This design comes from an exercise in tuning for small area on the open sky130 flow, not from production work.
Only simulation tests tie the RTL to the original design; equivalence was not proved.
Power is estimated from default activity; no workload was simulated.

// dcache_top
module dcache_top (
    input  logic        CLK,
    input  logic        nRST,
    input  logic        halt_i,
    input  logic        dp_ren_i,
    input  logic        dp_wen_i,
    input  logic [31:0] dp_addr_i,
    input  logic [31:0] dp_store_i,
    output logic        dp_hit_o,
    output logic [31:0] dp_load_o,
    output logic        dp_flushed_o,
    output logic        mem_ren_o,
    output logic        mem_wen_o,
    output logic [31:0] mem_addr_o,
    output logic [31:0] mem_store_o,
    input  logic        mem_dwait_i,
    input  logic [31:0] mem_load_i
);
Size: ~2100 cells after synthesis, about 1600 flip-flops.
==> flow/config.mk <==
export PLATFORM = sky130hd
export DESIGN_NAME = dcache_top
export DESIGN_NICKNAME = dcache_top
export VERILOG_FILES = /design/flow/design.v
export SDC_FILE = /design/flow/constraint.sdc
export NUM_CORES = 4
export LEC_CHECK = 0
export CAP_MARGIN = 20
export CORE_MARGIN = 2
export CORE_UTILIZATION = 40
export PLACE_DENSITY = 0.6
export SETUP_SLACK_MARGIN = 0.4
export SLEW_MARGIN = 20
==> flow/constraint.sdc <==
create_clock -name core_clock -period 7.0 [get_ports {CLK}]
set_input_delay 1.4000 -clock core_clock [delete_from_list [all_inputs] [get_ports {CLK}]]
set_output_delay 1.4000 -clock core_clock [all_outputs]
set_load 0.01 [all_outputs]
run.sh (not shown) runs the stock make flow with config.mk's settings and CLKGATE_MAP_FILE= SYNTH_SCRIPT=/design/flow/synth_recipe.tcl, a recipe that flattens the netlist after the stock synthesis.
Change:
- ABC_AREA: not set -> 1
- CORE_UTILIZATION: 40 -> 60
- CTS_BUF_LIST: not set -> sky130_fd_sc_hd__clkbuf_4
- CTS_CLUSTER_DIAMETER: not set -> 30
- CTS_CLUSTER_SIZE: not set -> 10
- PLACE_DENSITY: 0.6 -> 0.75
Outcome:
- synthesized cell count rises by 14%
- non-clock buffer count shrinks by 1
- worst setup slack improves by 0.31 ns
- die area shrinks by about 33%
- sequential power goes up by 3.0%
- global-route usage increases by 6.5 points
Change:
- CTS_BUF_LIST: sky130_fd_sc_hd__clkbuf_4 -> sky130_fd_sc_hd__clkbuf_8
- CTS_CLUSTER_DIAMETER: 30 -> 50
- CTS_CLUSTER_SIZE: 10 -> 16
What happened: The changed run produced a clean layout; design area goes down slightly; sequential share of layout area goes up by 0.77 points; power goes down by a few percent.


## JK
Another version of the RTL of dcache_top (not shown whole).
For scale: about 200 I/O pins, roughly 33000 µm² of cells after synthesis.
Settings: LEC_CHECK=0, ABC_AREA=1, CAP_MARGIN=0, CORE_MARGIN=2, CORE_UTILIZATION=60, CTS_BUF_LIST=sky130_fd_sc_hd__clkbuf_8, CTS_CLUSTER_DIAMETER=50, CTS_CLUSTER_SIZE=16, PLACE_DENSITY=0.75, SETUP_SLACK_MARGIN=0.4, SLEW_MARGIN=0; clock period 7.0 ns.
standard.sh (not shown) runs the stock make flow with config.mk's settings and CLKGATE_MAP_FILE= SYNTH_SCRIPT=/design/flow/synth_recipe.tcl, a recipe that flattens the netlist after the stock synthesis.
==> flow/flow/run.sh <==
#!/bin/bash
# Standard layout with three changes:
#  - after the standard synthesis, its combinational logic is mapped again with an
#    area-oriented ABC script; the registers are left as they are (same instances, names and
#    cell types), see remap.tcl;
#  - the port buffers are the smallest buffer (buf_1) rather than the cell buffer_ports picks
#    on its own; repair_design still resizes them where timing needs it;
#  - clock tree synthesis adds no dummy loads and uses small leaf clusters of clkbuf_4.
# Each tool's output goes to a log file of its own in this folder.
set -euo pipefail
here=$(pwd)
R=$here/orfs/results/sky130hd/dcache_top/base
export BUFFER_PORTS_ARGS="-buffer_cell sky130_fd_sc_hd__buf_1"
export CTS_ARGS="-sink_clustering_enable -repair_clock_nets -dont_use_dummy_load -sink_clustering_size 12 -sink_clustering_max_diameter 35 -buf_list \"sky130_fd_sc_hd__clkbuf_2 sky130_fd_sc_hd__clkbuf_4\""

bash standard.sh synth > make_synth.log 2>&1

export REMAP_LIB=$FLOW_HOME/platforms/sky130hd/lib/sky130_fd_sc_hd__tt_025C_1v80.lib
export REMAP_DONT_USE="$(make -s -C "$FLOW_HOME" DESIGN_CONFIG="$here/config.mk" WORK_HOME="$here/orfs" print-DONT_USE_CELLS 2> make_print.log | sed -n 's/^DONT_USE_CELLS: //p')"
export REMAP_IN=$here/synth_standard.v
export REMAP_OUT=$R/1_2_yosys.v
export REMAP_MODELS=$here/cell_models.v
cp "$R/1_2_yosys.v" "$REMAP_IN"
python3 flow/genmodels.py "$REMAP_LIB" "$REMAP_MODELS" "$REMAP_IN" > genmodels.log 2>&1
yosys -c flow/remap.tcl > yosys_remap.log 2>&1
rm -f "$R/1_synth.odb" "$R/1_synth.sdc"

bash standard.sh > make_finish.log 2>&1
Other scripts of this flow, unchanged in this note and not shown: flow/flow/genmodels.py, flow/flow/remap.tcl
Changes in MS relative to JK:
--- a/flow/flow/run.sh
+++ b/flow/flow/run.sh
@@ -13,3 +13,3 @@
 export BUFFER_PORTS_ARGS="-buffer_cell sky130_fd_sc_hd__buf_1"
-export CTS_ARGS="-sink_clustering_enable -repair_clock_nets -dont_use_dummy_load -sink_clustering_size 12 -sink_clustering_max_diameter 35 -buf_list \"sky130_fd_sc_hd__clkbuf_2 sky130_fd_sc_hd__clkbuf_4\""
+export CTS_ARGS="-sink_clustering_enable -repair_clock_nets -dont_use_dummy_load -sink_clustering_size 11 -sink_clustering_max_diameter 35 -buf_list sky130_fd_sc_hd__clkbuf_4"
 
--- a/flow/config.mk
+++ b/flow/config.mk
@@ -10,3 +10,3 @@
 export CORE_MARGIN = 2
-export CORE_UTILIZATION = 60
+export CORE_UTILIZATION = 70
 export CTS_BUF_LIST = sky130_fd_sc_hd__clkbuf_8
@@ -14,3 +14,3 @@
 export CTS_CLUSTER_SIZE = 16
-export PLACE_DENSITY = 0.75
+export PLACE_DENSITY = 0.85
 export SETUP_SLACK_MARGIN = 0.4
--- outcome ---
For MS and JK, there was not a single run that failed to finish clean. Taking MS as 1.0, JK lands at 0.896 on wire length. NOTE final area JK->MS decreased slightly. Summary of MS over JK: well-tap cell count lower; y dimension of the die lower; area overhead of the layout relative to synthesis lower; sequential share of layout area higher. The number of global-route vias before repair of MS exceeds that of JK by 917. Compared with JK, MS shows a higher core utilization of the finished layout. Any difference in final weighted congestion of routability-driven global placement between JK and MS is small enough to ignore.


Setup of run A:
Another version of the RTL of dcache_top (not shown whole).
Size: about 2200 cells after synthesis, about 1600 flip-flops, about 200 I/O pins.
## dcache_top
module dcache_top (
    input  logic        CLK,
    input  logic        nRST,
    input  logic        halt_i,
    input  logic        dp_ren_i,
    input  logic        dp_wen_i,
    input  logic [31:0] dp_addr_i,
    input  logic [31:0] dp_store_i,
    output logic        dp_hit_o,
    output logic [31:0] dp_load_o,
    output logic        dp_flushed_o,
    output logic        mem_ren_o,
    output logic        mem_wen_o,
    output logic [31:0] mem_addr_o,
    output logic [31:0] mem_store_o,
    input  logic        mem_dwait_i,
    input  logic [31:0] mem_load_i
);
export LEC_CHECK = 0
export ABC_AREA = 1
export CAP_MARGIN = 0
export CORE_MARGIN = 2
export CORE_UTILIZATION = 60
export CTS_BUF_LIST = sky130_fd_sc_hd__clkbuf_8
export CTS_CLUSTER_DIAMETER = 50
export CTS_CLUSTER_SIZE = 16
export PLACE_DENSITY = 0.75
export SETUP_SLACK_MARGIN = 0.4
export SLEW_MARGIN = 0
create_clock -name core_clock -period 7.0 [get_ports {CLK}]
==> flow/flow/run.sh <==
#!/bin/bash
# Standard layout, but the port buffers are the smallest buffer (buf_1) rather than the
# cell buffer_ports picks on its own; repair_design still resizes them where timing needs it.
set -euo pipefail
export BUFFER_PORTS_ARGS="-buffer_cell sky130_fd_sc_hd__buf_1"
bash standard.sh > standard_make.log 2>&1
Per the final summary, run A finished and its layout is clean on timing, DRC and antenna.
diff inputs: run A => run B
==> flow/flow/run.sh <==
#!/bin/bash
# Standard layout with two changes:
#  - the port buffers are the smallest buffer (buf_1) rather than the cell buffer_ports picks
#    on its own; repair_design still resizes them where timing needs it;
#  - clock tree synthesis adds no dummy loads (the clock tree is balanced by its buffers only).
set -euo pipefail
export BUFFER_PORTS_ARGS="-buffer_cell sky130_fd_sc_hd__buf_1"
export CTS_ARGS="-sink_clustering_enable -repair_clock_nets -dont_use_dummy_load -sink_clustering_size 28 -sink_clustering_max_diameter 60 -buf_list sky130_fd_sc_hd__clkbuf_16"
bash standard.sh > standard_make.log 2>&1
Notes after the runs:
The power dissipated in sequential cells on run A is in line with that on run B.
Diff run A -> run B: fraction of registers with async set or reset after synthesis held steady; power attributed to the clock group grew by about 1%.
Relative to run A, the via count of run B is lower by about 1.3%.
Diff run A -> run B: clock network fraction of design power moved up; design area shrank by about 0.37%; count of placed standard cells in the final layout, fillers left out now smaller; total design power grew by about 0.33%.
Diff run A -> run B | count of clock-buffer cells in the layout | decrease of 46
Re utilization: run A was higher than run B.
## Diff of input files: run C against run B
==> flow/run.sh (new file) <==
#!/bin/bash
# synth_recipe.tcl (not shown) runs the flow's synth.tcl, then flattens the netlist and writes it again
# the make line also repeats each setting of config.mk as NAME=value (left out here)
make -C /OpenROAD-flow-scripts/flow DESIGN_CONFIG=/design/flow/config.mk WORK_HOME=/design/flow/orfs CLKGATE_MAP_FILE= SYNTH_SCRIPT=/design/flow/synth_recipe.tcl finish
removed: flow/flow/run.sh
removed: flow/standard.sh
==> notes.md <==
Between run C and run B, the first-pass GRT wire length does not differ in any meaningful way. In run C, total buffers and inverters traversed by the critical path is lower than in run B. Run C has design area above what run B had. On run C: register fraction of the total cell area is 2.9 points lower than what run B gave. Sort run C and run B by worst-case vdd ir drop desc -> top: run B. Summary of run C over run B: share of layout cells above drive strength 1 increased by 2.5 points relative to the old numbers, count of buffers not belonging to the clock network in the layout increased by about 0.5% relative to the old numbers. Per the comparison of run C with run B, cell count went up by 69, overall routed net length saw a decrease. Comparing setup slack of the critical path after layout for run C and run B, the smaller number came from run C. In the flow results for run C and run B, the final hold slack is smaller on run B.
--- input diff run C..run D ---
==> flow/flow/run.sh (new file) <==
#!/bin/bash
# Standard layout with two changes:
#  - the port buffers are the smallest buffer (buf_1) rather than the cell buffer_ports picks
#    on its own; repair_design still resizes them where timing needs it;
#  - clock tree synthesis adds no dummy loads (the clock tree is balanced by its buffers only).
set -euo pipefail
export BUFFER_PORTS_ARGS="-buffer_cell sky130_fd_sc_hd__buf_1"
export CTS_ARGS="-sink_clustering_enable -repair_clock_nets -dont_use_dummy_load -sink_clustering_size 16 -sink_clustering_max_diameter 50 -buf_list sky130_fd_sc_hd__clkbuf_8"
bash standard.sh > standard_make.log 2>&1
==> flow/standard.sh (new file) <==
#!/bin/bash
# synth_recipe.tcl (not shown) runs the flow's synth.tcl, then flattens the netlist and writes it again
# the make line also repeats each setting of config.mk as NAME=value (left out here)
make -C /OpenROAD-flow-scripts/flow DESIGN_CONFIG=/design/flow/config.mk WORK_HOME=/design/flow/orfs CLKGATE_MAP_FILE= SYNTH_SCRIPT=/design/flow/synth_recipe.tcl "${@:-finish}"
removed: flow/run.sh
==> comparison <==
Area after synthesis: run C vs run D identical. Compared with run C, in run D number of antenna violations at the first check in global routing higher, wire length of the first global-routing pass roughly the same, total power lower, setup slack higher, share of power burned in the clock network lower. Count of clock-net buffers in the final layout in run D is 4 below run C. Diff run D and run C: sequential share of layout area lower in run C.


RTL: one of the versions met above, not the one the previous note started from.
For scale: ~1,900 cells after synthesis, roughly 200 I/O pins, about 34,000 um^2 of cells after synthesis.
export LEC_CHECK = 0
export ABC_AREA = 1
export CAP_MARGIN = 0
export CORE_MARGIN = 2
export CORE_UTILIZATION = 60
export CTS_BUF_LIST = sky130_fd_sc_hd__clkbuf_8
export CTS_CLUSTER_DIAMETER = 50
export CTS_CLUSTER_SIZE = 16
export PLACE_DENSITY = 0.75
export SETUP_SLACK_MARGIN = 0.4
export SLEW_MARGIN = 0
create_clock -name core_clock -period 7.0 [get_ports {CLK}]
==> flow/flow/run.sh <==
#!/bin/bash
# Standard layout with three changes:
#  - after the standard synthesis, its combinational logic is mapped again with Yosys's default
#    (area-oriented) ABC script; the registers are left as they are (same instances, names and
#    cell types), see remap.tcl;
#  - the port buffers are the smallest buffer (buf_1) rather than the cell buffer_ports picks
#    on its own; repair_design still resizes them where timing needs it;
#  - clock tree synthesis adds no dummy loads and uses small leaf clusters of clkbuf_4.
# Each tool's output goes to a log file of its own in this folder.
set -euo pipefail
here=$(pwd)
R=$here/orfs/results/sky130hd/dcache_top/base
export BUFFER_PORTS_ARGS="-buffer_cell sky130_fd_sc_hd__buf_1"
export CTS_ARGS="-sink_clustering_enable -repair_clock_nets -dont_use_dummy_load -sink_clustering_size 12 -sink_clustering_max_diameter 35 -buf_list sky130_fd_sc_hd__clkbuf_4"

bash standard.sh synth > make_synth.log 2>&1

export REMAP_LIB=$FLOW_HOME/platforms/sky130hd/lib/sky130_fd_sc_hd__tt_025C_1v80.lib
export REMAP_DONT_USE="$(make -s -C "$FLOW_HOME" DESIGN_CONFIG="$here/config.mk" WORK_HOME="$here/orfs" print-DONT_USE_CELLS 2> make_print.log | sed -n 's/^DONT_USE_CELLS: //p')"
export REMAP_IN=$here/synth_standard.v
export REMAP_OUT=$R/1_2_yosys.v
export REMAP_MODELS=$here/cell_models.v
cp "$R/1_2_yosys.v" "$REMAP_IN"
python3 flow/genmodels.py "$REMAP_LIB" "$REMAP_MODELS" "$REMAP_IN" > genmodels.log 2>&1
yosys -c flow/remap.tcl > yosys_remap.log 2>&1
rm -f "$R/1_synth.odb" "$R/1_synth.sdc"

bash standard.sh > make_finish.log 2>&1
==> flow/flow/remap.tcl <==
# Re-maps the combinational logic of the standard synthesis with Yosys's default ABC script for
# liberty mapping (area oriented). Registers are library-cell instances kept as black boxes, so
# they keep their names and cell types. Reads REMAP_IN, REMAP_MODELS, REMAP_LIB, REMAP_DONT_USE
# and writes REMAP_OUT.
yosys read_verilog $::env(REMAP_MODELS)
yosys read_verilog $::env(REMAP_IN)
yosys hierarchy -top $::env(FLOW_TOP)
yosys flatten -noscopeinfo
yosys hierarchy -top $::env(FLOW_TOP)
yosys read_liberty -lib -ignore_redef $::env(REMAP_LIB)
yosys proc
yosys techmap
yosys opt -fast
set du {}
foreach c $::env(REMAP_DONT_USE) { lappend du -dont_use $c }
yosys abc -liberty $::env(REMAP_LIB) {*}$du
yosys opt_clean -purge
yosys hilomap -singleton -hicell sky130_fd_sc_hd__conb_1 HI -locell sky130_fd_sc_hd__conb_1 LO
yosys splitnets
yosys opt_clean -purge
yosys stat -liberty $::env(REMAP_LIB)
yosys check -assert -mapped
yosys write_verilog -noattr -nohex -nodec $::env(REMAP_OUT)
Other scripts of this flow, unchanged in this note and not shown: flow/flow/genmodels.py
Next try:
--- a/flow/flow/run.sh
+++ b/flow/flow/run.sh
@@ -2,4 +2,4 @@
 # Standard layout with three changes:
-#  - after the standard synthesis, its combinational logic is mapped again with Yosys's default
-#    (area-oriented) ABC script; the registers are left as they are (same instances, names and
+#  - after the standard synthesis, its combinational logic is mapped again with an
+#    area-oriented ABC script; the registers are left as they are (same instances, names and
 #    cell types), see remap.tcl;
@@ -13,3 +13,3 @@
 export BUFFER_PORTS_ARGS="-buffer_cell sky130_fd_sc_hd__buf_1"
-export CTS_ARGS="-sink_clustering_enable -repair_clock_nets -dont_use_dummy_load -sink_clustering_size 12 -sink_clustering_max_diameter 35 -buf_list sky130_fd_sc_hd__clkbuf_4"
+export CTS_ARGS="-sink_clustering_enable -repair_clock_nets -dont_use_dummy_load -sink_clustering_size 12 -sink_clustering_max_diameter 25 -buf_list sky130_fd_sc_hd__clkbuf_4"
 
--- a/flow/flow/remap.tcl
+++ b/flow/flow/remap.tcl
@@ -1,3 +1,3 @@
-# Re-maps the combinational logic of the standard synthesis with Yosys's default ABC script for
-# liberty mapping (area oriented). Registers are library-cell instances kept as black boxes, so
+# Re-maps the combinational logic of the standard synthesis with an area-oriented ABC script
+# (two rounds of dc2 rewriting, choice computation, then area mapping with amap). Registers are library-cell instances kept as black boxes, so
 # they keep their names and cell types. Reads REMAP_IN, REMAP_MODELS, REMAP_LIB, REMAP_DONT_USE
@@ -15,3 +15,3 @@
 foreach c $::env(REMAP_DONT_USE) { lappend du -dont_use $c }
-yosys abc -liberty $::env(REMAP_LIB) {*}$du
+yosys abc -liberty $::env(REMAP_LIB) {*}$du -script {+strash;dc2;dc2;dch,-f;amap}
 yosys opt_clean -purge
Final cell count grows by 1.4%.
Die area decreases by 0.38%.
Clock-buffer cell count rose by 61.
Next try:
--- a/flow/flow/run.sh
+++ b/flow/flow/run.sh
@@ -2,4 +2,4 @@
 # Standard layout with three changes:
-#  - after the standard synthesis, its combinational logic is mapped again with an
-#    area-oriented ABC script; the registers are left as they are (same instances, names and
+#  - after the standard synthesis, its combinational logic is mapped again with Yosys's default
+#    (area-oriented) ABC script; the registers are left as they are (same instances, names and
 #    cell types), see remap.tcl;
@@ -13,3 +13,3 @@
 export BUFFER_PORTS_ARGS="-buffer_cell sky130_fd_sc_hd__buf_1"
-export CTS_ARGS="-sink_clustering_enable -repair_clock_nets -dont_use_dummy_load -sink_clustering_size 12 -sink_clustering_max_diameter 25 -buf_list sky130_fd_sc_hd__clkbuf_4"
+export CTS_ARGS="-sink_clustering_enable -repair_clock_nets -dont_use_dummy_load -sink_clustering_size 10 -sink_clustering_max_diameter 30 -buf_list sky130_fd_sc_hd__clkbuf_4"
 
--- a/flow/flow/remap.tcl
+++ b/flow/flow/remap.tcl
@@ -1,3 +1,3 @@
-# Re-maps the combinational logic of the standard synthesis with an area-oriented ABC script
-# (two rounds of dc2 rewriting, choice computation, then area mapping with amap). Registers are library-cell instances kept as black boxes, so
+# Re-maps the combinational logic of the standard synthesis with Yosys's default ABC script for
+# liberty mapping (area oriented). Registers are library-cell instances kept as black boxes, so
 # they keep their names and cell types. Reads REMAP_IN, REMAP_MODELS, REMAP_LIB, REMAP_DONT_USE
@@ -15,3 +15,3 @@
 foreach c $::env(REMAP_DONT_USE) { lappend du -dont_use $c }
-yosys abc -liberty $::env(REMAP_LIB) {*}$du -script {+strash;dc2;dc2;dch,-f;amap}
+yosys abc -liberty $::env(REMAP_LIB) {*}$du
 yosys opt_clean -purge
=>
- The changed run ran to the end with no violations
- via count went down by about 1%
- worst setup slack improves by 1.1 ns
- count of clock-buffer cells in the layout falls by 29
Next try:
--- a/flow/flow/run.sh
+++ b/flow/flow/run.sh
@@ -2,4 +2,4 @@
 # Standard layout with three changes:
-#  - after the standard synthesis, its combinational logic is mapped again with Yosys's default
-#    (area-oriented) ABC script; the registers are left as they are (same instances, names and
+#  - after the standard synthesis, its combinational logic is mapped again with an
+#    area-oriented ABC script; the registers are left as they are (same instances, names and
 #    cell types), see remap.tcl;
@@ -13,3 +13,3 @@
 export BUFFER_PORTS_ARGS="-buffer_cell sky130_fd_sc_hd__buf_1"
-export CTS_ARGS="-sink_clustering_enable -repair_clock_nets -dont_use_dummy_load -sink_clustering_size 10 -sink_clustering_max_diameter 30 -buf_list sky130_fd_sc_hd__clkbuf_4"
+export CTS_ARGS="-sink_clustering_enable -repair_clock_nets -dont_use_dummy_load -sink_clustering_size 12 -sink_clustering_max_diameter 35 -buf_list sky130_fd_sc_hd__clkbuf_4"
 
--- a/flow/flow/remap.tcl
+++ b/flow/flow/remap.tcl
@@ -1,3 +1,3 @@
-# Re-maps the combinational logic of the standard synthesis with Yosys's default ABC script for
-# liberty mapping (area oriented). Registers are library-cell instances kept as black boxes, so
+# Re-maps the combinational logic of the standard synthesis with an area-oriented ABC script
+# (two rounds of dc2 rewriting, choice computation, then area mapping with amap). Registers are library-cell instances kept as black boxes, so
 # they keep their names and cell types. Reads REMAP_IN, REMAP_MODELS, REMAP_LIB, REMAP_DONT_USE
@@ -15,3 +15,3 @@
 foreach c $::env(REMAP_DONT_USE) { lappend du -dont_use $c }
-yosys abc -liberty $::env(REMAP_LIB) {*}$du
+yosys abc -liberty $::env(REMAP_LIB) {*}$du -script {+strash;dc2;dc2;dch,-f;amap}
 yosys opt_clean -purge
--- a/flow/config.mk
+++ b/flow/config.mk
@@ -10,3 +10,3 @@
 export CORE_MARGIN = 2
-export CORE_UTILIZATION = 60
+export CORE_UTILIZATION = 70
 export CTS_BUF_LIST = sky130_fd_sc_hd__clkbuf_8
@@ -14,3 +14,3 @@
 export CTS_CLUSTER_SIZE = 16
-export PLACE_DENSITY = 0.75
+export PLACE_DENSITY = 0.85
 export SETUP_SLACK_MARGIN = 0.4
Outcome:
- The changed run went through all stages and came out clean
- maximum frequency went down by about a fifth
- utilization increases by 9.6 points
- routed wire length rises by roughly a tenth
- worst setup slack degrades by 1.0 ns
- power is lower by a few percent
- global-route usage rose by 4.3 points
- area after synthesis goes down slightly
- via count increases slightly
- critical path depth grows by 2
- synthesized cell count came out lower slightly

port drivers added, routing unchanged:
The flow's constraints put no driver on any port. The routed layouts listed below were extracted and timed again, unchanged, in two steps. Step 1: set_driving_cell puts a clkbuf_16 on CLK and a buf_2 on each other input, an assumption about the parent block. Step 2 adds t to the input delays and takes it off the output delays; t is the mean of the earliest and latest rising clock arrival at the registers after step 1. Input paths then give back, and output paths get back, about the clock's delay inside the block. Slacks: ideal / step 1 / step 2; pairs: ideal / step 1.
| run | shift t [ns] | slack for setup (ns) | cell pins on the clock port's net |
|---|---|---|---|
| the first run of note 1 | 0.775 | 1.605 / 1.580 / 1.580 | 1 |
| the second run of note 1 | 1.024 | 1.914 / 1.875 / 1.875 | 1 |
| the third run of note 1 | 0.766 | 1.908 / 1.870 / 1.870 | 1 |
| JK | 0.977 | 1.308 / 1.285 / 1.285 | 1 |
| MS | 0.987 | 1.380 / 1.352 / 1.352 | 1 |
| run A | 0.768 | 2.138 / 2.115 / 2.115 | 1 |
| run B | 0.649 | 2.152 / 2.129 / 2.129 | 1 |
| run C | 0.762 | 1.831 / 1.778 / 1.778 | 1 |
| run D | 0.727 | 2.141 / 2.120 / 2.120 | 1 |
| the first run of note 4 | 0.952 | 2.399 / 2.368 / 2.368 | 1 |
| the second run of note 4 | 1.000 | 1.304 / 1.280 / 1.280 | 1 |
| the third run of note 4 | 0.985 | 2.384 / 2.351 / 2.351 | 1 |
| the fourth run of note 4 | 1.013 | 1.342 / 1.315 / 1.315 | 1 |
After both steps every run listed still meets setup and hold. The setup slack of run C, which loses most, moves by -0.053 ns with the drivers and by -0.053 ns with both steps.
